What follows belongs to an exercise in optimizing a design on an open flow for small area, a short achievable clock period and few clock cycles; a production flow would make more cautious choices.
Function was checked by simulation only, so behaviour that the tests miss may differ from the original.
Power and IR drop assume default switching activity.

==> flow/design.v <==
package cdq_pkg;
  localparam int CAPACITY = 16;
  localparam int CAP_W    = (CAPACITY > 1) ? $clog2(CAPACITY) : 1;
  localparam int CNT_W    = $clog2(CAPACITY + 1);
  localparam int VAL_W    = 32;
  typedef enum logic [2:0] {
    CMD_PUSH_FRONT = 3'd0,
    CMD_PUSH_BACK  = 3'd1,
    CMD_POP_FRONT  = 3'd2,
    CMD_POP_BACK   = 3'd3,
    CMD_DELETE     = 3'd4,
    CMD_LIST       = 3'd5
  } cmd_t;
  typedef enum logic [1:0] {
    ST_OK      = 2'd0,
    ST_FULL    = 2'd1,
    ST_EMPTY   = 2'd2,
    ST_MISSING = 2'd3
  } status_t;
  typedef enum logic [2:0] {
    OP_HOLD       = 3'd0,
    OP_PUSH_FRONT = 3'd1,
    OP_PUSH_BACK  = 3'd2,
    OP_PULL       = 3'd3,
    OP_ROTATE     = 3'd4
  } cell_op_t;
  typedef struct packed {
    cell_op_t                op;
    logic [CAP_W-1:0]        sel;
    logic signed [VAL_W-1:0] value;
  } cell_ctl_t;
endpackage
import cdq_pkg::*;
module cdq_cell
(
  input  logic                    clk,
  input  logic [CAP_W-1:0]        cell_idx,
  input  cdq_pkg::cell_ctl_t             ctl,
  input  logic signed [VAL_W-1:0] left_val,
  input  logic signed [VAL_W-1:0] right_val,
  input  logic signed [VAL_W-1:0] head_val,
  output logic signed [VAL_W-1:0] val,
  output logic                    hit
);
  logic signed [VAL_W-1:0] val_r;
  logic signed [VAL_W-1:0] val_nxt;
  always_comb begin
    val_nxt = val_r;
    case (ctl.op)
      OP_HOLD:       val_nxt = val_r;
      OP_PUSH_FRONT: val_nxt = left_val;
      OP_PUSH_BACK: begin
        if (cell_idx == ctl.sel) val_nxt = ctl.value;
      end
      OP_PULL: begin
        if (cell_idx >= ctl.sel) val_nxt = right_val;
      end
      OP_ROTATE: begin
        if (cell_idx == ctl.sel) val_nxt = head_val;
        else                     val_nxt = right_val;
      end
      default: val_nxt = val_r;
    endcase
  end
  always_ff @(posedge clk) begin
    val_r <= val_nxt;
  end
  assign val = val_r;
  assign hit = (val_r == ctl.value);
endmodule
import cdq_pkg::*;
module circular_deque_with_value_delete_unit
(
  input  logic                    clk,
  input  logic                    rst_n,
  input  logic                    in_valid,
  output logic                    in_ready,
  input  logic [2:0]              in_command,
  input  logic signed [VAL_W-1:0] in_element_value,
  output logic                    out_valid,
  input  logic                    out_ready,
  output logic [1:0]              out_status,
  output logic signed [VAL_W-1:0] out_listed_value,
  output logic                    out_last_result
);
  typedef enum logic [2:0] {
    S_IDLE = 3'b001,
    S_SCAN = 3'b010,
    S_LIST = 3'b100
  } state_t;
  state_t                  st_r, st_nxt;
  logic [CNT_W-1:0]        cnt_r, cnt_nxt;
  logic [CNT_W-1:0]        idx_r, idx_nxt;
  logic signed [VAL_W-1:0] key_r;
  logic                    out_valid_r, out_valid_nxt;
  cdq_pkg::status_t                 out_status_r;
  logic signed [VAL_W-1:0] out_value_r;
  logic                    out_last_r;
  cdq_pkg::cell_ctl_t               ctl;
  logic signed [VAL_W-1:0] cell_val [CAPACITY];
  logic [CAPACITY-1:0]     cell_hit;
  logic                    out_free;
  logic                    accept;
  logic                    full;
  logic                    empty;
  logic [CNT_W-1:0]        cnt_m1;
  logic                    load_out;
  cdq_pkg::status_t                 res_status;
  logic signed [VAL_W-1:0] res_value;
  logic                    res_last;
  assign out_free = !out_valid_r || out_ready;
  assign in_ready = (st_r == S_IDLE) && out_free;
  assign accept   = in_valid && in_ready;
  assign full     = (cnt_r == CNT_W'(CAPACITY));
  assign empty    = (cnt_r == '0);
  assign cnt_m1   = cnt_r - CNT_W'(1);
  for (genvar i = 0; i < CAPACITY; i++) begin : g_cell
    logic signed [VAL_W-1:0] left_v;
    logic signed [VAL_W-1:0] right_v;
    if (i == 0) begin : g_first
      assign left_v = ctl.value;
    end else begin : g_mid_l
      assign left_v = cell_val[i-1];
    end
    if (i == CAPACITY - 1) begin : g_last
      assign right_v = cell_val[i];
    end else begin : g_mid_r
      assign right_v = cell_val[i+1];
    end
    cdq_cell u_cell (
      .clk       (clk),
      .cell_idx  (CAP_W'(i)),
      .ctl       (ctl),
      .left_val  (left_v),
      .right_val (right_v),
      .head_val  (cell_val[0]),
      .val       (cell_val[i]),
      .hit       (cell_hit[i])
    );
  end
  always_comb begin
    st_nxt     = st_r;
    cnt_nxt    = cnt_r;
    idx_nxt    = idx_r;
    ctl.op     = OP_HOLD;
    ctl.sel    = '0;
    ctl.value  = (st_r == S_IDLE) ? in_element_value : key_r;
    load_out   = 1'b0;
    res_status = ST_OK;
    res_value  = '0;
    res_last   = 1'b1;
    case (st_r)
      S_IDLE: begin
        if (accept) begin
          idx_nxt = '0;
          case (in_command)
            CMD_PUSH_FRONT: begin
              load_out = 1'b1;
              if (full) begin
                res_status = ST_FULL;
              end else begin
                ctl.op  = OP_PUSH_FRONT;
                cnt_nxt = cnt_r + CNT_W'(1);
              end
            end
            CMD_PUSH_BACK: begin
              load_out = 1'b1;
              if (full) begin
                res_status = ST_FULL;
              end else begin
                ctl.op  = OP_PUSH_BACK;
                ctl.sel = cnt_r[CAP_W-1:0];
                cnt_nxt = cnt_r + CNT_W'(1);
              end
            end
            CMD_POP_FRONT: begin
              load_out = 1'b1;
              if (empty) begin
                res_status = ST_EMPTY;
              end else begin
                ctl.op  = OP_PULL;
                ctl.sel = '0;
                cnt_nxt = cnt_m1;
              end
            end
            CMD_POP_BACK: begin
              load_out = 1'b1;
              if (empty) res_status = ST_EMPTY;
              else       cnt_nxt    = cnt_m1;
            end
            CMD_DELETE: begin
              st_nxt = S_SCAN;
            end
            CMD_LIST: begin
              if (empty) begin
                load_out   = 1'b1;
                res_status = ST_EMPTY;
              end else begin
                st_nxt = S_LIST;
              end
            end
            default: ;
          endcase
        end
      end
      S_SCAN: begin
        if (idx_r >= cnt_r) begin
          if (out_free) begin
            load_out   = 1'b1;
            res_status = ST_MISSING;
            st_nxt     = S_IDLE;
          end
        end else if (cell_hit[idx_r[CAP_W-1:0]]) begin
          if (out_free) begin
            load_out = 1'b1;
            ctl.op   = OP_PULL;
            ctl.sel  = idx_r[CAP_W-1:0];
            cnt_nxt  = cnt_m1;
            st_nxt   = S_IDLE;
          end
        end else begin
          idx_nxt = idx_r + CNT_W'(1);
        end
      end
      S_LIST: begin
        if (out_free) begin
          load_out  = 1'b1;
          res_value = cell_val[0];
          res_last  = (idx_r == cnt_m1);
          ctl.op    = OP_ROTATE;
          ctl.sel   = cnt_m1[CAP_W-1:0];
          idx_nxt   = idx_r + CNT_W'(1);
          if (idx_r == cnt_m1) st_nxt = S_IDLE;
        end
      end
      default: st_nxt = S_IDLE;
    endcase
  end
  assign out_valid_nxt = load_out ? 1'b1 : (out_ready ? 1'b0 : out_valid_r);
  always_ff @(posedge clk) begin
    if (!rst_n) begin
      st_r        <= S_IDLE;
      cnt_r       <= '0;
      idx_r       <= '0;
      out_valid_r <= 1'b0;
    end else begin
      st_r        <= st_nxt;
      cnt_r       <= cnt_nxt;
      idx_r       <= idx_nxt;
      out_valid_r <= out_valid_nxt;
    end
  end
  always_ff @(posedge clk) begin
    if (accept) key_r <= in_element_value;
    if (load_out) begin
      out_status_r <= res_status;
      out_value_r  <= res_value;
      out_last_r   <= res_last;
    end
  end
  assign out_valid        = out_valid_r;
  assign out_status       = out_status_r;
  assign out_listed_value = out_value_r;
  assign out_last_result  = out_last_r;
endmodule
==> flow/run.sh <==
#!/bin/bash
# synth_recipe.tcl (not shown) runs the flow's synth.tcl, then flattens the netlist and writes it again
# the make line also repeats each setting of config.mk as NAME=value (left out here)
make -C /OpenROAD-flow-scripts/flow DESIGN_CONFIG=/design/flow/config.mk WORK_HOME=/design/flow/orfs CLKGATE_MAP_FILE= SYNTH_SCRIPT=/design/flow/synth_recipe.tcl finish
==> flow/config.mk <==
export PLATFORM = sky130hd
export DESIGN_NAME = circular_deque_with_value_delete_unit
export DESIGN_NICKNAME = circular_deque_with_value_delete_unit
export VERILOG_FILES = /design/flow/design.v
export SDC_FILE = /design/flow/constraint.sdc
export NUM_CORES = 4
export LEC_CHECK = 0
export CAP_MARGIN = 35
export CORE_MARGIN = 2
export CORE_UTILIZATION = 18
export PLACE_DENSITY = 0.45
export SLEW_MARGIN = 35
==> flow/constraint.sdc <==
create_clock -name core_clock -period 9.0 [get_ports {clk}]
set_input_delay 1.8000 -clock core_clock [delete_from_list [all_inputs] [get_ports {clk}]]
set_output_delay 1.8000 -clock core_clock [all_outputs]
set_load 0.01 [all_outputs]
==> reports/results.md <==
| Step | Quantity | This run |
|---|---|---|
| placement | Port-buffer cells | 75 |
| synthesis | Yosys warning total | 3 |
| floorplan | Floorplan core area | 235000 um^2 |
| cts | TritonCTS buffer count | 86 |
| global routing | M2 GR Usage | 54.5% |
| sta | Fin. Hold Viols | 0 |
| global routing | GR Layer Usage met1 | 49.8% |
| synthesis | Number of unique standard cell types used by synthesis | 87 |
| global routing | Wire length of the first global-routing pass | 590000 um |
| layout | Number of nets in the finished design | 5195 |
| sta | Total negative slack for setup checks | 0 ns |
| cts | Count of instances resized after the clock tree is built | 0 |
| global routing | GRT overflow | 0 |
| sta | Maximum frequency from static timing analysis | 132 MHz |
| synthesis | Syn nets | 4715 |
| layout | Post-route standard cell area excluding fillers | 56100 um^2 |
| critical path | Top fanout value on the critical path | 10 |
| power and ir drop | Clock power share | 20.7% |
| critical path | Endpoint type of the worst setup path | flop |
| layout | Layout cell share with drive strength beyond 1 | 20.1% |
| power and ir drop | Part of the total power dissipated in sequential elements | 28.2% |
| job | Maxcap violations | 0 |
| cts | Post-CTS setup-driven buffer insertion count | 0 |
| cts | Clock Root Buffer | sky130_fd_sc_hd__clkbuf_16 |
| synthesis | Portion of synthesized cell area occupied by the leading cell type | 41.0% |
| critical path | Arrival time worst endpoint | 8.22 ns |
| synthesis | Register bit count reported by yosys | 593 |
| critical path | Critical path type | primary input to flop |
| placement | HPWL reported at the end of detailed placement | 384000 um |
| global routing | Maximum number of pins on one net before global-route repair | 66 |
| power and ir drop | Power Dens Cells | 307 nW/um^2 |
| global routing | Busiest grt layer | met2 |
| outcome | Status | timing/DRC/antenna clean |
| cts | Worst-case clock buffer depth | 3 |
| floorplan | Row cnt | 178 |
| detailed routing | Number of iterations in the first detailed-routing pass | 8 |
| synthesis | Largest cells by area after synthesis | sky130_fd_sc_hd__edfxtp_1 41%, sky130_fd_sc_hd__xnor2_1 5.1%, sky130_fd_sc_hd__nor2_1 4.6% |
| power and ir drop | Net Switching | 9.14 mW |
| detailed routing | Total wire length | 484000 um |
| global routing | Global-route usage over all layers | 39.2% |
| floorplan | Die Y | 489 um |
| cts | H-Tree Level Count | 3 |
| synthesis | Proportion of register bits with asynchronous set or reset after synthesis | 0% |
| layout | Number of fill cells in the layout | 25600 |
| layout | Most common library cell in the layout ignoring fill and taps | sky130_fd_sc_hd__buf_4 |
| detailed routing | Total DRC errors in the routed layout | 0 |
| synthesis | Number of standard cells after synthesis | 4668 |
| cts | TritonCTS Sinks | 593 |
| sta | Count of pins over their slew limit | 0 |
| sta | Post-layout min period | 7.59 ns |
| placement | Routability cong. | 1.10 |
| sta | Clock skew | 0.0737 ns |
| detailed routing | Number of vias after detailed routing | 52000 |
| hold path | Hold Path Class | flop to flop |
| hold path | Hold path depth | 2 |
| critical path | Worst reg-to-reg setup slack | 1.59 ns |
| detailed routing | Via count normalized by instance count | 6.18 |
| synthesis | Proportion of synthesized chip area in sequential cells | 41.7% |
| power and ir drop | Leakage Power | 19.5 nW |
| detailed routing | Starting DRC count in detailed routing | 10400 |
| global routing | Met3 Track Usage GR | 13.1% |
| power and ir drop | Largest voltage drop on the vdd net | 0.165 mV |
| global routing | Antenna violations before repair | 111 |
| synthesis | Mean area per synthesized cell | 9.08 um^2 |
| cts | CTS tree | yes |
| cts | Clock transition at path regs | 0.05 ns |
| critical path | Cell count of the worst reg-to-reg path | 20 |
| synthesis | Number of synthesized flops with an enable pin | 579 |
| floorplan | Die Width | 489 um |
| cts | Worst skew pair latency | 0.83 ns |
| layout | Most used cells in the layout excluding fill and tap cells | 625 x sky130_fd_sc_hd__buf_4, 579 x sky130_fd_sc_hd__edfxtp_1, 507 x sky130_fd_sc_hd__nor2_1 |
| synthesis | Ys flop type | sky130_fd_sc_hd__edfxtp_1 |
| sta | Slew of the pin with the lowest slew margin | 1.18 ns |
| sta | Period utilisation layout | 84.4% |
| detailed routing | Antenna-violating nets left | 0 |
| critical path | Required time of the worst setup path | 9.62 ns |
| floorplan | Num ports | 76 |
| global routing | Number of global-route vias before repair | 45900 |
| critical path | Worst setup SP type | primary input |
| sta | RSZ-0062 raised after global routing | no |
| placement | Standard cell area after detailed placement | 53200 um^2 |
| synthesis | Cell taking the most area after synthesis | sky130_fd_sc_hd__edfxtp_1 |
| cts | Number of hold-repair buffers added at the cts stage | 0 |
| synthesis | Synthesized area | 42400 um^2 |
| floorplan | Area of the die | 239000 um^2 |
| power and ir drop | Combinational group share of total power | 51.2% |
| power and ir drop | Switching part of the total power | 53.0% |
| power and ir drop | Internal Power | 8.10 mW |
| sta | Endpoints failing setup | 0 |
| detailed routing | Mean routed wirelength per cell | 57.5 um |
| sta | Slew margin rel. | 20.7% |
| floorplan | Starting Density | 18.0% |
| layout | Area growth from synthesis to final layout | 32.3% |
cell usage after synthesis, drive strengths merged (10+ instances only):
cell type and count:
a311oi 30, or4 16, nor2b 23, nor2 516, a222oi 43, or3 22, mux2i 67, a2111oi 21
o41ai 12, a2bb2oi 11, o2111ai 18, o2bb2ai 137, or2 10, nand4 50, a211oi 69, clkinv 15
nor3 44, clkbuf 281, a221o 18, inv 284, a211o 60, xor2 210, a21oi 357, a32oi 27
dfxtp 14, a31oi 64, buf 152, nor4 70, mux2 10, o221ai 66, o21ai 316, a22o 13
a221oi 101, xnor2 245, o211ai 56, nand2b 26, and2 10, nand3 151, edfxtp 579, a22oi 27
a31o 11, nand2 163, o22ai 151
state kept, by name, indices dropped and copies added (netlist names), 2 cells and up:
signal,cells
key_r,32
out_value_r,32
out_status_r,2
idx_r,5
cnt_r,5
g_cell.u_cell.val_r,512
st_r,3
path summary, 6_finish.rpt:
check / from / to
setup / recovery: in_element_value[19] / g_cell[1].u_cell.val_r[30]$_DFFE_PP_
hold / removal: cnt_r[1]$_SDFFE_PN0P_ / cnt_r[1]$_SDFFE_PN0P_
setup reg to reg: st_r[1]$_SDFFE_PN0P_ / g_cell[1].u_cell.val_r[30]$_DFFE_PP_
hold reg to reg: cnt_r[1]$_SDFFE_PN0P_ / cnt_r[1]$_SDFFE_PN0P_
critical path, cell delays in order:
cell                              delay, ns
sky130_fd_sc_hd__clkdlybuf4s50_1       0.80
sky130_fd_sc_hd__inv_1                 0.59
sky130_fd_sc_hd__a222oi_1              0.58
sky130_fd_sc_hd__a31oi_1               0.21
sky130_fd_sc_hd__a221o_1               0.53
sky130_fd_sc_hd__or4_1                 0.61
sky130_fd_sc_hd__a2111oi_0             0.43
sky130_fd_sc_hd__buf_4                 0.25
sky130_fd_sc_hd__o211a_1               0.17
sky130_fd_sc_hd__o32a_2                0.25
sky130_fd_sc_hd__buf_4                 0.16
sky130_fd_sc_hd__a31oi_1               0.07
sky130_fd_sc_hd__buf_4                 0.17
sky130_fd_sc_hd__buf_4                 0.19
sky130_fd_sc_hd__a31oi_2               0.57
sky130_fd_sc_hd__or2_2                 0.39
sky130_fd_sc_hd__buf_12                0.22
sky130_fd_sc_hd__a311o_1               0.19
per-layer routing:
| metal | vias up | wire, um |
|---|---|---|
| met5 | - | 705 |
| met4 | 48 | 44000 |
| met3 | 1271 | 56800 |
| met2 | 5127 | 192000 |
| met1 | 26800 | 190000 |
| li1 | 18800 | - |
cell type report:
| cell class | count | area (um^2) | share of cell area, % |
|---|---|---|---|
| Multi-Input combinational cell | 3343 | 22600 | 40.3 |
| Sequential cell | 593 | 17700 | 31.5 |
| Timing Repair Buffer | 825 | 7870 | 14.0 |
| Tap cell | 3150 | 3940 | 7.03 |
| Clock buffer | 103 | 2240 | 3.99 |
| Inverter | 299 | 1130 | 2.01 |
| Clock inverter | 47 | 482 | 0.859 |
| Antenna cell | 51 | 128 | 0.228 |
metrics by stage:
stage	worst slack, ns	utilization, %	hold WS [ns]	total power, mW	std cells
2_1_floorplan	1.04	-	0.485	7.29	4668
3_3_place_gp	0.826	22.5	0.517	13.1	8198
3_5_place_dp	0.906	22.6	0.535	13.1	8210
4_1_cts	1.68	23.8	0.544	16.6	8360
5_1_grt	1.51	23.8	0.562	17.1	8367
6_report	1.41	23.9	0.546	17.2	8411
power groups by stage:
| stage | clock network, mW | registers, mW | logic (mW) |
|---|---|---|---|
| 6_report | 3.56 | 4.86 | 8.82 |
| 5_1_grt | 3.64 | 4.80 | 8.61 |
| 4_1_cts | 3.56 | 4.77 | 8.30 |
| 3_5_place_dp | 0 | 4.82 | 8.28 |
| 3_3_place_gp | 0 | 4.85 | 8.23 |
| 2_1_floorplan | 0 | 4.17 | 3.13 |
kinds of logic (layout without fill, tap and decap cells):
kind of cell	count (synthesis)	count (layout)	share of synthesized area, %
buffers and inverters	732	1274	6.96
other	0	51	0
flip-flops	593	593	41.7
XOR/XNOR	455	455	9.41
AO/OA/AOI/OAI	1678	1678	27.3
AND/OR/NAND/NOR	1125	1125	12.2
multiplexers	77	77	2.14
adder cells (fa/ha/maj)	8	8	0.236
Testbench counts, summed over its fixed seeds: cycles 18,987.

[afterwards: timing with drivers on the ports]
In the flow no input, the clock included, has a driving cell. The finished layout below was timed again as built, in two steps.
Step 1 sets driving cells, clkbuf_16 on the clock port and buf_2 on the other inputs (assumed; they add their load-dependent delay and slew).
Step 2 moves the port delays by t, midway between the first and last clock arrival at a register: inputs arrive t later, outputs are due t later. That takes back most of the time a late clock gives input paths.
a / b / c = ideal / step 1 / step 2; a / b = the first two.
t (ns): 0.877
setup WS [ns]: 1.407 / 1.446 / 0.569
worst setup path after step 2: input to register
latest minus earliest clock arrival (ns): 0.073 / 0.074
pins driven straight from the clock port: 1
After both steps setup and hold are still met in this run. The setup slack of this run moves by +0.039 ns with the drivers and by -0.838 ns with both steps.
